Context: an optimization exercise on an open-source flow, tuned for small area, a short achievable clock period and few clock cycles per item. The choices shown serve that exercise and are no tape-out recipe. At most, simulation tests tie the RTL to the original design; equivalence was not proved.

the reference run:
==> module nnmm_back, before the edit <==
module nnmm_back #(
	parameter int MAX_ROWS = 1024
) (
	input  logic clk,
	input  logic arst_n,
	input  logic j_we,
	input  logic signed [nnmm_pkg::AccW-1:0] j_acc,
	input  logic [nnmm_pkg::NormW-1:0] j_norm,
	input  logic j_cos,
	input  logic j_last,
	input  logic j_first,
	input  logic [nnmm_pkg::NormW-1:0] qnorm,
	output logic m_free,
	output logic out_valid,
	input  logic out_ready,
	output logic signed [40:0] score,
	output logic [nnmm_pkg::IdxW-1:0] row_index,
	output logic [nnmm_pkg::IdxW-1:0] best_index,
	output logic is_final
);
	localparam int AW = nnmm_pkg::AccW;
	localparam int NW = nnmm_pkg::NormW;
	localparam int IW = nnmm_pkg::IdxW;
	localparam int PW = 2 * NW;
	localparam int RW = NW + 5;
	logic mv, mcos, mlast, mfirst, mbusy;
	logic signed [AW-1:0] md;
	logic [NW-1:0] mhi, mlo;
	logic [5:0] mcnt;
	logic m_done, m_to_sd;
	logic [NW:0] msum;
	assign m_done = mv && !mbusy;
	assign m_free = !mv;
	assign msum = {1'b0, mhi} + (mlo[0] ? {1'b0, qnorm} : '0);
	always_ff @(posedge clk) begin
		if (j_we) begin
			md <= j_acc;
			mlo <= j_norm;
			mhi <= '0;
			mcnt <= '0;
			mbusy <= j_cos;
			mcos <= j_cos;
			mlast <= j_last;
			mfirst <= j_first;
		end else if (mbusy) begin
			{mhi, mlo} <= {msum, mlo[NW-1:1]};
			mcnt <= mcnt + 6'd1;
			if (mcnt == 6'(NW - 1)) begin
				mbusy <= 1'b0;
			end
		end
	end
	logic sdv, sdcos, sdlast, sdfirst, sdneg;
	logic ph_sq, ph_dl, ph_dv, ph_fin;
	logic signed [AW-1:0] sdd;
	logic [PW-1:0] p;
	logic [RW-1:0] rr;
	logic [NW-1:0] root;
	logic [5:0] sdcnt;
	logic sd_done, c_take, pos;
	logic [RW-1:0] a_sq, x_sq, sum_sq;
	logic [NW+2:0] a_dv, x_dv, sum_dv;
	logic [AW-1:0] dabs;
	logic [16:0] quo;
	assign pos = !rr[RW-1];
	assign a_sq = {rr[RW-3:0], p[PW-1 -: 2]};
	assign x_sq = {{3{pos}}, root ^ {NW{pos}}, 2'b11};
	assign sum_sq = a_sq + x_sq;
	assign a_dv = {rr[NW+1:0], pos};
	assign x_dv = {{2{pos}}, root ^ {NW{pos}}, pos};
	assign sum_dv = a_dv + x_dv;
	assign dabs = sdd[AW-1] ? AW'(-sdd) : AW'(sdd);
	assign quo = sdd[16:0];
	assign m_to_sd = m_done && !sdv;
	assign sd_done = sdv && !(ph_sq || ph_dl || ph_dv || ph_fin);
	always_ff @(posedge clk) begin
		if (m_to_sd) begin
			sdd <= md;
			p <= {mhi, mlo};
			rr <= '0;
			root <= '0;
			sdcnt <= '0;
			ph_sq <= mcos;
			ph_dl <= 1'b0;
			ph_dv <= 1'b0;
			ph_fin <= 1'b0;
			sdcos <= mcos;
			sdlast <= mlast;
			sdfirst <= mfirst;
		end else begin
			if (ph_sq) begin
				p <= p << 2;
				rr <= sum_sq;
				root <= {root[NW-2:0], !sum_sq[RW-1]};
				sdcnt <= sdcnt + 6'd1;
				if (sdcnt == 6'(NW - 1)) begin
					ph_sq <= 1'b0;
					ph_dl <= 1'b1;
				end
			end
			if (ph_dl) begin
				rr <= RW'(dabs);
				sdneg <= sdd[AW-1];
				sdcnt <= '0;
				ph_dl <= 1'b0;
				ph_dv <= 1'b1;
			end
			if (ph_dv) begin
				rr <= {{(RW-NW-3){sum_dv[NW+2]}}, sum_dv};
				sdd <= {sdd[AW-2:0], !sum_dv[NW+2]};
				sdcnt <= sdcnt + 6'd1;
				if (sdcnt == 6'd16) begin
					ph_dv <= 1'b0;
					ph_fin <= 1'b1;
				end
			end
			if (ph_fin) begin
				sdd <= (root == '0) ? '0 : sdneg ? -(AW'(quo)) : AW'(quo);
				ph_fin <= 1'b0;
			end
		end
	end
	logic ov, ofin;
	logic signed [AW-1:0] osc, best;
	logic [IW-1:0] oidx, obest, idx;
	logic better;
	assign c_take = sd_done && (!ov || out_ready);
	assign idx = sdfirst ? '0 : (32'(oidx) >= MAX_ROWS - 1) ? oidx : oidx + IW'(1);
	assign better = sdfirst || (sdcos ? (sdd > best) : (sdd < best));
	always_ff @(posedge clk) begin
		if (c_take) begin
			osc <= sdd;
			oidx <= idx;
			ofin <= sdlast;
			if (better) begin
				best <= sdd;
				obest <= idx;
			end
		end
	end
	always_ff @(posedge clk or negedge arst_n) begin
		if (!arst_n) begin
			mv <= 1'b0;
			sdv <= 1'b0;
			ov <= 1'b0;
		end else begin
			if (j_we) begin
				mv <= 1'b1;
			end else if (m_to_sd) begin
				mv <= 1'b0;
			end
			if (m_to_sd) begin
				sdv <= 1'b1;
			end else if (c_take) begin
				sdv <= 1'b0;
			end
			if (c_take) begin
				ov <= 1'b1;
			end else if (out_ready) begin
				ov <= 1'b0;
			end
		end
	end
	assign out_valid = ov;
	assign score = 41'(osc);
	assign row_index = oidx;
	assign best_index = obest;
	assign is_final = ofin;
endmodule
==> flow/config.mk <==
export PLATFORM = sky130hd
export DESIGN_NAME = nearest_neighbor_multi_metric
export DESIGN_NICKNAME = nearest_neighbor_multi_metric
export VERILOG_FILES = /design/flow/design.v
export SDC_FILE = /design/flow/constraint.sdc
export NUM_CORES = 4
export LEC_CHECK = 0
export CAP_MARGIN = 35
export CORE_MARGIN = 2
export CORE_UTILIZATION = 40
export SLEW_MARGIN = 35
==> flow/constraint.sdc <==
create_clock -name core_clock -period 11.0 [get_ports {clk}]
set_input_delay 2.2000 -clock core_clock [delete_from_list [all_inputs] [get_ports {clk}]]
set_output_delay 2.2000 -clock core_clock [all_outputs]
set_load 0.01 [all_outputs]
standard.sh (not shown) runs the stock make flow with config.mk's settings and CLKGATE_MAP_FILE= SYNTH_SCRIPT=/design/flow/synth_recipe.tcl, a recipe that flattens the netlist after the stock synthesis.
==> flow/flow/run.sh <==
#!/bin/bash
set -euo pipefail
export SETUP_SLACK_MARGIN=7.3
bash standard.sh > standard_flow.log 2>&1
Testbench counts of the reference run, summed over its fixed seeds: cycles 41,860, items 598.
Relative to the reference run, the following input files were edited for the trial run:
--- a/flow/design.v
+++ b/flow/design.v
@@ -818,79 +818,94 @@
 );
 	localparam int AW = nnmm_pkg::AccW;
 	localparam int NW = nnmm_pkg::NormW;
 	localparam int IW = nnmm_pkg::IdxW;
 	localparam int PW = 2 * NW;
 	localparam int RW = NW + 5;
-	logic mv, mcos, mlast, mfirst, mbusy;
+	logic mv, mcos, mlast, mfirst, mbusy, bprev;
 	logic signed [AW-1:0] md;
-	logic [NW-1:0] mhi, mlo;
-	logic [5:0] mcnt;
+	logic [NW+2:0] phi;
+	logic [NW:0] plo;
+	logic [4:0] mcnt;
 	logic m_done, m_to_sd;
-	logic [NW:0] msum;
+	logic b_one, b_two, b_neg;
+	logic [NW+1:0] bmul;
+	logic [NW+3:0] msum;
+	assign b_one = plo[0] ^ bprev;
+	assign b_two = (plo[1] && !plo[0] && !bprev) || (!plo[1] && plo[0] && bprev);
+	assign b_neg = plo[1];
+	assign bmul = b_one ? {2'b0, qnorm} : b_two ? {1'b0, qnorm, 1'b0} : '0;
+	assign msum = {phi[NW+2], phi} + ({(NW+4){b_neg}} ^ {2'b0, bmul}) + (NW+4)'(b_neg);
 	assign m_done = mv && !mbusy;
-	assign m_free = !mv;
-	assign msum = {1'b0, mhi} + (mlo[0] ? {1'b0, qnorm} : '0);
+	assign m_free = !mv && !ph_sq;
 	always_ff @(posedge clk) begin
 		if (j_we) begin
 			md <= j_acc;
-			mlo <= j_norm;
-			mhi <= '0;
 			mcnt <= '0;
 			mbusy <= j_cos;
 			mcos <= j_cos;
 			mlast <= j_last;
 			mfirst <= j_first;
 		end else if (mbusy) begin
-			{mhi, mlo} <= {msum, mlo[NW-1:1]};
-			mcnt <= mcnt + 6'd1;
-			if (mcnt == 6'(NW - 1)) begin
+			mcnt <= mcnt + 5'd1;
+			if (mcnt == 5'd18) begin
 				mbusy <= 1'b0;
 			end
 		end
 	end
 	logic sdv, sdcos, sdlast, sdfirst, sdneg;
 	logic ph_sq, ph_dl, ph_dv, ph_fin;
 	logic signed [AW-1:0] sdd;
-	logic [PW-1:0] p;
 	logic [RW-1:0] rr;
 	logic [NW-1:0] root;
 	logic [5:0] sdcnt;
 	logic sd_done, c_take, pos;
 	logic [RW-1:0] a_sq, x_sq, sum_sq;
 	logic [NW+2:0] a_dv, x_dv, sum_dv;
 	logic [AW-1:0] dabs;
 	logic [16:0] quo;
+	always_ff @(posedge clk) begin
+		if (j_we) begin
+			phi <= '0;
+			plo <= {1'b0, j_norm};
+			bprev <= 1'b0;
+		end else if (mbusy) begin
+			phi <= {msum[NW+3], msum[NW+3:2]};
+			plo <= {msum[1:0], plo[NW:2]};
+			bprev <= plo[1];
+		end else if (ph_sq) begin
+			phi <= {phi[NW:0], plo[NW:NW-1]};
+			plo <= {plo[NW-2:0], 2'b00};
+		end
+	end
 	assign pos = !rr[RW-1];
-	assign a_sq = {rr[RW-3:0], p[PW-1 -: 2]};
+	assign a_sq = {rr[RW-3:0], phi[NW-2 -: 2]};
 	assign x_sq = {{3{pos}}, root ^ {NW{pos}}, 2'b11};
 	assign sum_sq = a_sq + x_sq;
 	assign a_dv = {rr[NW+1:0], pos};
 	assign x_dv = {{2{pos}}, root ^ {NW{pos}}, pos};
 	assign sum_dv = a_dv + x_dv;
 	assign dabs = sdd[AW-1] ? AW'(-sdd) : AW'(sdd);
 	assign quo = sdd[16:0];
 	assign m_to_sd = m_done && !sdv;
 	assign sd_done = sdv && !(ph_sq || ph_dl || ph_dv || ph_fin);
 	always_ff @(posedge clk) begin
 		if (m_to_sd) begin
 			sdd <= md;
-			p <= {mhi, mlo};
 			rr <= '0;
 			root <= '0;
 			sdcnt <= '0;
 			ph_sq <= mcos;
 			ph_dl <= 1'b0;
 			ph_dv <= 1'b0;
 			ph_fin <= 1'b0;
 			sdcos <= mcos;
 			sdlast <= mlast;
 			sdfirst <= mfirst;
 		end else begin
 			if (ph_sq) begin
-				p <= p << 2;
 				rr <= sum_sq;
 				root <= {root[NW-2:0], !sum_sq[RW-1]};
 				sdcnt <= sdcnt + 6'd1;
 				if (sdcnt == 6'(NW - 1)) begin
 					ph_sq <= 1'b0;
 					ph_dl <= 1'b1;
### Flow results
- Across both runs, total of flip-flops plus latches after synthesis was lower for the trial run than for the reference run.
- The trial run vs the reference run: number of global-route vias before repair up by a few percent
- Taking the reference run as the reference, in the trial run final cell count moved up; peak clock frequency supported by timing shrank by 6.4%.
- The met3 routing resource usage after global routing in the trial run sits 0.46 points above the value recorded for the reference run.
- Compared with the reference run, in the trial run fraction of standard cell area that is sequential lower.
Function not checked in the trial run: the RTL went through the layout flow alone.

[port drivers added, routing unchanged]
Ports are ideal in the flow. The routed layouts listed here were re-timed in OpenROAD.
Step 1, drivers: a clkbuf_16 drives clk and a buf_2 each remaining input, both assumed.
Step 2 also shifts input and output timing later by t, the mid clock arrival at the registers, as if the neighbouring blocks saw the same clock.
a / b / c = ideal ports / drivers / drivers and shift; a / b = the first two.
| run | t, ns | setup WS [ns] | worst register clock-pin slew, ns | worst data-port slew with drivers (ns) | cell pins on the clock port's net |
|---|---|---|---|---|---|
| the reference run | 0.861 | 7.269 / 7.186 / 6.744 | 0.07 / 0.07 | 0.08 | 1 |
| the trial run | 0.853 | 7.016 / 7.016 / 6.563 | 0.07 / 0.07 | 0.06 | 1 |
After both steps setup and hold are still met in every run listed. The setup slack of the reference run, which loses most, moves by -0.083 ns with the drivers and by -0.525 ns with both steps.
